Context: an optimization exercise on an open-source flow, tuned for small area. The choices shown serve that exercise and are no tape-out recipe.
Where RTL was checked, it was by simulation tests only, not by an equivalence proof against the original.
Power and IR drop assume default switching activity.

==> inputs of build 81 <==
// mem_gate_top
module mem_gate_top (
  input  wire               clk,
  input  wire               rst,
  input  logic [163:0]      req_i,          
  output logic [163:0]      req_o,          
  input  logic [73:0]       resp_i,         
  output logic [73:0]       resp_o,         
  input  logic              attr_we_i,      
  input  logic [mem_gate_pkg::PAGE_W-1:0] attr_page_i,
  input  logic [28:0]       attr_i          
);
==> module page_attr_table, before the edit <==
module page_attr_table (
  input  wire              clk,
  input  wire              rst,
  input  logic             attr_we_i,        
  input  logic [mem_gate_pkg::PAGE_W-1:0] attr_page_i,     
  input  mem_gate_pkg::page_attr_t       attr_i,           
  input  logic [mem_gate_pkg::PAGE_W-1:0] rd_page_i,       
  output mem_gate_pkg::page_attr_t       rd_attr_o         
);
  localparam int EW = 1 + mem_gate_pkg::KEY_W + mem_gate_pkg::PL_W;
  localparam int N  = mem_gate_pkg::PAGE_COUNT;
  logic [EW-1:0] mem [0:N-1];
  logic [EW-1:0] wdata;
  logic [N-1:0]  rd_sel;
  logic [EW-1:0] rd_data;
  assign wdata = rst ? '0 : attr_i;
  for (genvar e = 0; e < N; e++) begin : g_ent
    always_ff @(posedge clk) begin
      if (rst || (attr_we_i && attr_page_i == e)) begin
        mem[e] <= wdata;
      end
    end
  end
  assign rd_data = mem[rd_page_i];
  always_ff @(posedge clk) begin
    rd_attr_o <= rd_data;
  end
endmodule
==> module access_check, before the edit <==
module access_check (
  input  wire               clk,
  input  wire               rst,
  input  mem_gate_pkg::bus_req_t          req_i,             
  output logic [mem_gate_pkg::PAGE_W-1:0] rd_page_o,         
  input  mem_gate_pkg::page_attr_t        rd_attr_i,         
  output mem_gate_pkg::bus_req_t          req_o,             
  output mem_gate_pkg::bus_req_t          req_q_o,           
  output logic              pass_o,            
  output logic              fail_o             
);
  mem_gate_pkg::bus_req_t req_q;
  logic     key_ok;
  logic     pl_ok;
  logic     pass;
  assign rd_page_o = req_i.padr[mem_gate_pkg::PAGE_SHIFT +: mem_gate_pkg::PAGE_W];
  always_ff @(posedge clk) begin
    req_q     <= req_i;
    req_q.cyc <= req_i.cyc && !rst;
  end
  always_comb begin
    key_ok = (rd_attr_i.key == '0);
    for (int k = 0; k < mem_gate_pkg::KEY_COUNT; k++) begin
      if (req_q.keys[k] == rd_attr_i.key) key_ok = 1'b1;
    end
    if (!rd_attr_i.data_area) begin
      pl_ok = (rd_attr_i.pl == '0) || (rd_attr_i.pl == req_q.pl);
    end else begin
      pl_ok = ((rd_attr_i.pl == '0) || (rd_attr_i.pl <= req_q.pl))
              && (req_q.seg != mem_gate_pkg::SEG_CODE);
    end
    pass = key_ok && pl_ok;
  end
  assign req_q_o = req_q;
  assign pass_o  = req_q.cyc && pass;
  assign fail_o  = req_q.cyc && !pass;
  always_ff @(posedge clk) begin
    req_o     <= req_q;
    req_o.cyc <= req_q.cyc && pass && !rst;
  end
endmodule
==> flow/config.mk <==
export PLATFORM = sky130hd
export DESIGN_NAME = mem_gate_top
export DESIGN_NICKNAME = mem_gate_top
export VERILOG_FILES = /design/flow/design.v
export SDC_FILE = /design/flow/constraint.sdc
export NUM_CORES = 4
export LEC_CHECK = 0
export CAP_MARGIN = 10
export CORE_MARGIN = 2
export CORE_UTILIZATION = 40
export GPL_TIMING_DRIVEN = 0
export PLACE_DENSITY = 0.6
export SLEW_MARGIN = 10
==> flow/constraint.sdc <==
create_clock -name core_clock -period 5.0 [get_ports {clk}]
set_input_delay 1.0000 -clock core_clock [delete_from_list [all_inputs] [get_ports {clk}]]
set_output_delay 1.0000 -clock core_clock [all_outputs]
set_load 0.01 [all_outputs]
standard.sh (not shown) runs the stock make flow with config.mk's settings and CLKGATE_MAP_FILE= SYNTH_SCRIPT=/design/flow/synth_recipe.tcl, a recipe that flattens the netlist after the stock synthesis.
==> flow/flow/run.sh <==
#!/bin/bash
set -euo pipefail
export BUFFER_PORTS_ARGS="-buffer_cell sky130_fd_sc_hd__buf_1"
export CTS_ARGS="-sink_clustering_enable -repair_clock_nets -dont_use_dummy_load -sink_clustering_size 28 -sink_clustering_max_diameter 60 -buf_list {sky130_fd_sc_hd__clkbuf_16}"
bash standard.sh > standard.log 2>&1
==> build 29: changes against build 81 <==
==> flow/flow/run.sh (replaced) <==
#!/bin/bash
set -euo pipefail
export BUFFER_PORTS_ARGS="-buffer_cell sky130_fd_sc_hd__buf_1"
export CTS_ARGS="-sink_clustering_enable -repair_clock_nets -dont_use_dummy_load -sink_clustering_size 18 -sink_clustering_max_diameter 45 -sink_clustering_buffer sky130_fd_sc_hd__clkbuf_8 -buf_list {sky130_fd_sc_hd__clkbuf_8 sky130_fd_sc_hd__clkbuf_16}"
bash standard.sh > standard.log 2>&1
Settings changed: CAP_MARGIN 10 to 20, CORE_UTILIZATION 40 to 50, GPL_TIMING_DRIVEN 0 to default, PLACE_DENSITY 0.6 to 0.7, SLEW_MARGIN 10 to 20.
==> build 97: changes against build 81 <==
Settings changed: GPL_TIMING_DRIVEN 0 to default.
==> build 2: changes against build 81 <==
--- a/flow/design.v
+++ b/flow/design.v
@@ -69,6 +69,10 @@
   end
-  assign rd_data = mem[rd_page_i];
-  always_ff @(posedge clk) begin
-    rd_attr_o <= rd_data;
-  end
+  always_comb begin
+    rd_data = '0;
+    for (int e = 0; e < N; e++) begin
+      rd_sel[e] = (rd_page_i == e);
+      rd_data   = rd_data | (mem[e] & {EW{rd_sel[e]}});
+    end
+  end
+  assign rd_attr_o = rd_data;
 endmodule
@@ -92,3 +96,17 @@
   logic     pass;
+  logic     pass_q;
   assign rd_page_o = req_i.padr[mem_gate_pkg::PAGE_SHIFT +: mem_gate_pkg::PAGE_W];
+  always_comb begin
+    key_ok = (rd_attr_i.key == '0);
+    for (int k = 0; k < mem_gate_pkg::KEY_COUNT; k++) begin
+      if (req_i.keys[k] == rd_attr_i.key) key_ok = 1'b1;
+    end
+    if (!rd_attr_i.data_area) begin
+      pl_ok = (rd_attr_i.pl == '0) || (rd_attr_i.pl == req_i.pl);
+    end else begin
+      pl_ok = ((rd_attr_i.pl == '0) || (rd_attr_i.pl <= req_i.pl))
+              && (req_i.seg != mem_gate_pkg::SEG_CODE);
+    end
+    pass = key_ok && pl_ok;
+  end
   always_ff @(posedge clk) begin
@@ -96,22 +114,10 @@
     req_q.cyc <= req_i.cyc && !rst;
-  end
-  always_comb begin
-    key_ok = (rd_attr_i.key == '0);
-    for (int k = 0; k < mem_gate_pkg::KEY_COUNT; k++) begin
-      if (req_q.keys[k] == rd_attr_i.key) key_ok = 1'b1;
-    end
-    if (!rd_attr_i.data_area) begin
-      pl_ok = (rd_attr_i.pl == '0) || (rd_attr_i.pl == req_q.pl);
-    end else begin
-      pl_ok = ((rd_attr_i.pl == '0) || (rd_attr_i.pl <= req_q.pl))
-              && (req_q.seg != mem_gate_pkg::SEG_CODE);
-    end
-    pass = key_ok && pl_ok;
+    pass_q    <= pass;
   end
   assign req_q_o = req_q;
-  assign pass_o  = req_q.cyc && pass;
-  assign fail_o  = req_q.cyc && !pass;
+  assign pass_o  = req_q.cyc && pass_q;
+  assign fail_o  = req_q.cyc && !pass_q;
   always_ff @(posedge clk) begin
     req_o     <= req_q;
-    req_o.cyc <= req_q.cyc && pass && !rst;
+    req_o.cyc <= req_q.cyc && pass_q && !rst;
   end
==> flow/run.sh (new file) <==
#!/bin/bash
# synth_recipe.tcl (not shown) runs the flow's synth.tcl, then flattens the netlist and writes it again
# the make line also repeats each setting of config.mk as NAME=value (left out here)
make -C /OpenROAD-flow-scripts/flow DESIGN_CONFIG=/design/flow/config.mk WORK_HOME=/design/flow/orfs CLKGATE_MAP_FILE= SYNTH_SCRIPT=/design/flow/synth_recipe.tcl finish
Settings changed: CAP_MARGIN 10 to 20, CORE_UTILIZATION 40 to 65, CTS_BUF_LIST from default to sky130_fd_sc_hd__clkbuf_4 sky130_fd_sc_hd__clkbuf_8, GPL_TIMING_DRIVEN 0 to default, PLACE_DENSITY 0.6 to 0.75, SLEW_MARGIN 10 to 20.
removed: flow/flow/run.sh
removed: flow/standard.sh
==> summary.txt <==
initial core utilization=0.653; end-of-flow core utilization=0.785; most prevalent standard cell on the critical path=buf_4; Least-Margin Pin Slew=1.35 ns; status=no timing/DRC/antenna violations; Synth Area in Compound Gates=0.101
The numbers above come from build 2.

==> summary.txt <==
Least-Margin Pin Slew=~1.3 ns; initial core utilization=0.502; Synth Area in Compound Gates=0.145; start of the worst register-to-register path=u_table.rd_attr_o[24]$_DFF_P_; GP Congestion=0.980; status=no timing/DRC/antenna violations; end-of-flow core utilization=0.563
The numbers above come from build 29.

==> summary.txt <==
Synth Area in Compound Gates=0.145; startpoint kind of the worst setup timing path=register; most flop-heavy register=u_table.mem; violated layout checks=max-slew violations; end-of-flow core utilization=0.458; NetSw=0.00957 W; grt peak-use layer=met2; status=finished with violations; Max Slew Vio Count=132; Least-Margin Pin Slew=approximately 1.6 ns
The numbers above come from build 97.

==> summary.txt <==
maximum capacitance violations=3; status=finished with violations; Max Slew Vio Count=33; Least-Margin Pin Slew=1.70 ns; violated layout checks=max-capacitance violations, max-slew violations, negative setup slack; end-of-flow core utilization=0.466; worst-case setup margin in the final layout=-0.504 ns; number of failing setup endpoints in the final timing report=40
The numbers above come from build 81.

Function not checked in build 2: the RTL went through the layout flow alone.

[static timing again, ports no longer ideal]
Ports are ideal in the flow. The routed layouts listed here were re-timed in OpenROAD. Step 1: set_driving_cell puts a clkbuf_16 on clk and a buf_2 on each other input, an assumption about the parent block. Step 2 moves the port delays by t, midway between the first and last clock arrival at a register: inputs arrive t later, outputs are due t later. That takes back most of the time a late clock gives input paths. Three values: no drivers, after step 1, after step 2; two values: the first two.
run	t (ns)	setup slack, ns	hold WS [ns]
build 81	0.929	-0.504 / -0.506 / -1.435	0.187 / 0.118 / 0.297
build 29	0.889	0.750 / 0.750 / 0.243	0.208 / 0.150 / 0.277
build 97	0.923	0.856 / 0.856 / 0.243	0.230 / 0.161 / 0.309
build 2	1.130	0.217 / 0.185 / -0.945	0.229 / 0.181 / 0.305
Met with ideal ports but missed after step 2: setup timing in build 2. For build 2, which loses most, drivers alone change the setup slack by -0.032 ns; drivers and shift together by -1.162 ns.
